This is an optimization exercise on Yosys and OpenROAD, whose aim is small area and a short achievable clock period, not a production implementation.
The RTL was checked by simulation tests, not by an equivalence proof against the original design.
Power and IR drop assume default switching activity.

== willow ==
## note_lane_scroller
module note_lane_scroller #(
  parameter  int LANES   = note_pkg::DEF_LANES,
  parameter  int SLOTS   = 40,
  parameter  int POS_W   = note_pkg::DEF_POS_W,
  parameter  int SPEED_W = 4,
  parameter  int SPAWN_Y = note_pkg::DEF_SPAWN_Y,
  parameter  int HIT_Y   = note_pkg::DEF_HIT_Y,
  parameter  int HIT_WIN = note_pkg::DEF_HIT_WIN,
  localparam int IDX_W   = $clog2(SLOTS),
  localparam int LANE_W  = $clog2(LANES),
  localparam int CNT_W   = $clog2(SLOTS + 1)
) (
  input  logic               clock,
  input  logic               reset_n,
  input  logic               tick,
  input  logic [SPEED_W-1:0] speed,
  input  logic               chart_valid,
  input  logic [LANES-1:0]   chart_lanes,
  output logic               chart_ready,
  input  logic [LANES-1:0]   strum,
  output logic [LANES-1:0]   hit,
  output logic [LANES-1:0]   miss,
  output logic [LANES-1:0]   bad_strum,
  input  logic [IDX_W-1:0]   rd_idx,
  output logic               rd_valid,
  output logic [LANE_W-1:0]  rd_lane,
  output logic [POS_W-1:0]   rd_pos,
  output logic [CNT_W-1:0]   active_count,
  output logic               overflow
);
  localparam int PW = 9;
  localparam logic [PW-1:0] P_OFS   = 9'd11;
  localparam logic [PW-1:0] P_SPAWN = PW'(SPAWN_Y) + P_OFS;
  localparam int NQ = 4;                        
  ...
Size: ~7600 cells after synthesis, about 55 I/O pins, ~46000 sq um of cells after synthesis.
clock: 95.0 ns
lec_check: 0
cap_margin: 20
core_margin: 2
core_utilization: 45
gpl_timing_driven: 0
place_density: 0.6
slew_margin: 20
standard.sh (not shown) runs the stock make flow with config.mk's settings and CLKGATE_MAP_FILE= SYNTH_SCRIPT=/design/flow/synth_recipe.tcl, a recipe that flattens the netlist after the stock synthesis.
==> flow/flow/run.sh <==
#!/bin/bash
# Layout flow: the standard ORFS flow (standard.sh) with these changes:
#  - synthesis maps the logic for area (ABC "map -a", no Yosys full-adder extraction); registers
#    are mapped exactly as in the standard synthesis (flow/synth.tcl);
#  - ports are buffered with sky130_fd_sc_hd__buf_2;
#  - the resizer's setup repair works toward a setup margin (flow/margin.txt), so that it
#    shortens the paths that set the achieved clock period. The clock and constraints are the standard flow's;
#  - clock tree synthesis arguments come from flow/cts_args.txt.
# Each step's full output goes to a log file in this folder.
set -euo pipefail
HERE=$(pwd)
FLOWDIR=$HERE/flow
MARGIN=$(cat $FLOWDIR/margin.txt)
CTSARGS=$(cat $FLOWDIR/cts_args.txt)
sed -e "s|SYNTH_SCRIPT=[^ ]*|SYNTH_SCRIPT=$FLOWDIR/synth.tcl|" standard.sh > own_synth.sh
sed -e "s|\"\${@:-finish}\"|SETUP_SLACK_MARGIN=$MARGIN BUFFER_PORTS_ARGS=\"-buffer_cell sky130_fd_sc_hd__buf_2\" CTS_ARGS=\"$CTSARGS\" \"\${@:-finish}\"|" standard.sh > own_layout.sh
export CUSTOM_ABC_SCRIPT=$FLOWDIR/abc_area.script
bash own_synth.sh synth > flow_synth.log 2>&1
bash own_layout.sh > flow_layout.log 2>&1
==> flow/flow/abc_area.script <==
strash; dch; map -a
==> flow/flow/cts_args.txt <==
-sink_clustering_enable -repair_clock_nets -dont_use_dummy_load -buf_list sky130_fd_sc_hd__clkbuf_8 -sink_clustering_size 12 -sink_clustering_max_diameter 100
==> flow/flow/margin.txt <==
73
==> flow/flow/synth.tcl <==
proc synth {args} { yosys synth -nofsm -noshare {*}$args }
# Map combinational logic for area: use our own ABC script in place of the one ORFS picks.
proc abc {args} {
  set i [lsearch -exact $args -script]
  if { $i >= 0 } { lset args [expr {$i + 1}] $::env(CUSTOM_ABC_SCRIPT) }
  yosys abc {*}$args
}
# Leave adders to ABC instead of Yosys's full/half-adder cell extraction.
proc extract_fa {args} { }
source $::env(SCRIPTS_DIR)/synth.tcl
# left out here: clear keep_hierarchy, flatten, clean up, hide names made inside functions, write 1_2_yosys.v
willow finished end to end and its layout was clean on timing, DRC and antenna.
Input changes introduced in tundra (baseline for comparison: willow):
- swapping 45 for 55 in CORE_UTILIZATION
- swapping 0.6 for 0.7 in PLACE_DENSITY
- swapping 20 for 30 in SLEW_MARGIN
- swapping 20 for 30 in CAP_MARGIN
==> flow/flow/abc_area.script <==
&get -n; &st; &dch -f; &nf -a -R 1000; &put
==> flow/flow/margin.txt <==
72
## What came out
willow → tundra: met2 routing resource usage after global routing shows a reduction of 5.6 points, floorplan die area shows a reduction of about 20%.
As of tundra, combinational logic power had fallen by more than 10% compared to willow.
### tundra -> quartz
- changing GPL_TIMING_DRIVEN from 0 to 1
## What came out
There was hardly any difference in share of final layout cell area taken by clock buffers and inverters between tundra and quartz.
Routability congestion estimate: quartz vs tundra down 0.72%
| total power | lower: tundra |
Setup changes, quartz to lagoon
- SLEW_MARGIN: 30 -> 25
- CORE_UTILIZATION: 55 -> 50
- GPL_TIMING_DRIVEN: 1 -> 0
- CAP_MARGIN: 30 -> 25
--- a/flow/flow/run.sh
+++ b/flow/flow/run.sh
@@ -1,11 +1,12 @@
 #!/bin/bash
 # Layout flow: the standard ORFS flow (standard.sh) with these changes:
-#  - synthesis maps the logic for area (ABC "map -a", no Yosys full-adder extraction); registers
-#    are mapped exactly as in the standard synthesis (flow/synth.tcl);
+#  - synthesis (flow/synth.tcl) is the standard flow's synth_recipe.tcl with the logic mapped for area: ABC runs
+#    flow/abc_area.script instead of ORFS's script, and Yosys's full/half-adder extraction is
+#    skipped. Registers are mapped exactly as in the standard synthesis;
 #  - ports are buffered with sky130_fd_sc_hd__buf_2;
 #  - the resizer's setup repair works toward a setup margin (flow/margin.txt), so that it
 #    shortens the paths that set the achieved clock period. The clock and constraints are the standard flow's;
-#  - clock tree synthesis arguments come from flow/cts_args.txt.
-# Each step's full output goes to a log file in this folder.
+#  - clock tree synthesis uses the arguments in flow/cts_args.txt.
+# Each step's full output goes to a log file in this folder (flow_synth.log, flow_layout.log).
 set -euo pipefail
 HERE=$(pwd)
Notes after the runs:
Taking quartz as 1.0, lagoon lands at 0.832 on first-iteration DRC count. The initial core utilization of lagoon falls short of that of quartz by 5.5 points. Re shortest period the worst path allows: quartz was lower than lagoon. lagoon against quartz: cell count ~0 delta, total routed wirelength shrank by 1.9%, area overhead of the layout relative to synthesis dropped 0.99 points, core utilization fell by 6.6 points. Summary: overall via count from detail_route, lagoon better than quartz.
What raven does differently from lagoon at the input level:
- SLEW_MARGIN changed from 25 to 30
- CAP_MARGIN changed from 25 to 30
- PLACE_DENSITY changed from 0.7 to 0.62
- CORE_UTILIZATION changed from 50 to 55
--- a/flow/flow/run.sh
+++ b/flow/flow/run.sh
@@ -1,12 +1,11 @@
 #!/bin/bash
 # Layout flow: the standard ORFS flow (standard.sh) with these changes:
-#  - synthesis (flow/synth.tcl) is the standard flow's synth_recipe.tcl with the logic mapped for area: ABC runs
-#    flow/abc_area.script instead of ORFS's script, and Yosys's full/half-adder extraction is
-#    skipped. Registers are mapped exactly as in the standard synthesis;
+#  - synthesis maps the logic for area (ABC "map -a", no Yosys full-adder extraction); registers
+#    are mapped exactly as in the standard synthesis (flow/synth.tcl);
 #  - ports are buffered with sky130_fd_sc_hd__buf_2;
 #  - the resizer's setup repair works toward a setup margin (flow/margin.txt), so that it
 #    shortens the paths that set the achieved clock period. The clock and constraints are the standard flow's;
-#  - clock tree synthesis uses the arguments in flow/cts_args.txt.
-# Each step's full output goes to a log file in this folder (flow_synth.log, flow_layout.log).
+#  - clock tree synthesis arguments come from flow/cts_args.txt.
+# Each step's full output goes to a log file in this folder.
 set -euo pipefail
 HERE=$(pwd)
Results
Per the final summary, raven finished and its layout is clean on timing, DRC and antenna.
Looking only at wire length of the first global-routing pass, and setting everything else aside, the higher value of lagoon and raven goes to lagoon.
In raven, the proportion of layout cells with a drive suffix above 1 came out 0.89 points above the value in lagoon.
Delta (raven minus lagoon): total power held; final routed wirelength across all metal layers lower.
Fmax: lagoon vs raven, no meaningful difference
raven vs lagoon: relative contribution of combinational cells to total power down
lagoon → raven: number of tap cells added at floorplan fell 9.9%, met3 global-route usage rose 5.2 points.
For violet, these inputs were changed with respect to raven:
- PLACE_DENSITY: 0.62 -> 0.7
- CAP_MARGIN: 30 -> 25
- SLEW_MARGIN: 30 -> 25
--- a/flow/flow/run.sh
+++ b/flow/flow/run.sh
@@ -1,11 +1,12 @@
 #!/bin/bash
 # Layout flow: the standard ORFS flow (standard.sh) with these changes:
-#  - synthesis maps the logic for area (ABC "map -a", no Yosys full-adder extraction); registers
-#    are mapped exactly as in the standard synthesis (flow/synth.tcl);
+#  - synthesis (flow/synth.tcl) is the standard flow's synth_recipe.tcl with the logic mapped for area: ABC runs
+#    flow/abc_area.script instead of ORFS's script, and Yosys's full/half-adder extraction is
+#    skipped. Registers are mapped exactly as in the standard synthesis;
 #  - ports are buffered with sky130_fd_sc_hd__buf_2;
 #  - the resizer's setup repair works toward a setup margin (flow/margin.txt), so that it
 #    shortens the paths that set the achieved clock period. The clock and constraints are the standard flow's;
-#  - clock tree synthesis arguments come from flow/cts_args.txt.
-# Each step's full output goes to a log file in this folder.
+#  - clock tree synthesis uses the arguments in flow/cts_args.txt.
+# Each step's full output goes to a log file in this folder (flow_synth.log, flow_layout.log).
 set -euo pipefail
 HERE=$(pwd)
==> flow/flow/cts_args.txt <==
-sink_clustering_enable -repair_clock_nets -dont_use_dummy_load -buf_list sky130_fd_sc_hd__clkbuf_8 -sink_clustering_size 14 -sink_clustering_max_diameter 100
Results
Post-route standard cell area excluding fillers in violet is about 0.7% below raven.
Compared with raven, violet shows a lower non-clock buffer area fraction after layout.
Of violet and raven, it is violet that has the higher depth of the worst register-to-register path.
Between raven and violet, the area after detailed placement figures differ only marginally.
Logic gate share of total power is lower on violet
Termination of the worst setup path: gone_q[3] -> violet, miss_q[1] -> raven
Switching part of the total: violet vs raven — no meaningful difference
Ratio of total power to cell area essentially unchanged between violet and raven.

re-timing with driven ports:
No port has a modelled driver above. Below, the same layouts with a new extraction and two added sets of constraints. Step 1, drivers: a clkbuf_16 drives clock and a buf_2 each remaining input, both assumed. Step 2 moves the port delays by t, midway between the first and last clock arrival at a register: inputs arrive t later, outputs are due t later. That takes back most of the time a late clock gives input paths. a / b / c = ideal / step 1 / step 2; a / b = the first two.
run	shift t [ns]	setup slack, ns	slew at the worst register clock pin (ns)	worst data-port slew with drivers (ns)
willow	0.893	72.497 / 72.487 / 71.595	0.11 / 0.11	0.19
tundra	0.800	72.092 / 72.122 / 71.322	0.11 / 0.11	0.14
quartz	0.788	72.097 / 72.147 / 71.359	0.12 / 0.12	0.12
lagoon	0.836	72.032 / 72.079 / 71.244	0.11 / 0.11	0.14
raven	0.812	72.020 / 72.073 / 71.261	0.11 / 0.11	0.14
violet	0.795	71.972 / 72.019 / 71.224	0.12 / 0.12	0.14
After both steps setup and hold are still met in every run listed. The setup slack of willow, which loses most, moves by -0.010 ns with the drivers and by -0.902 ns with both steps.
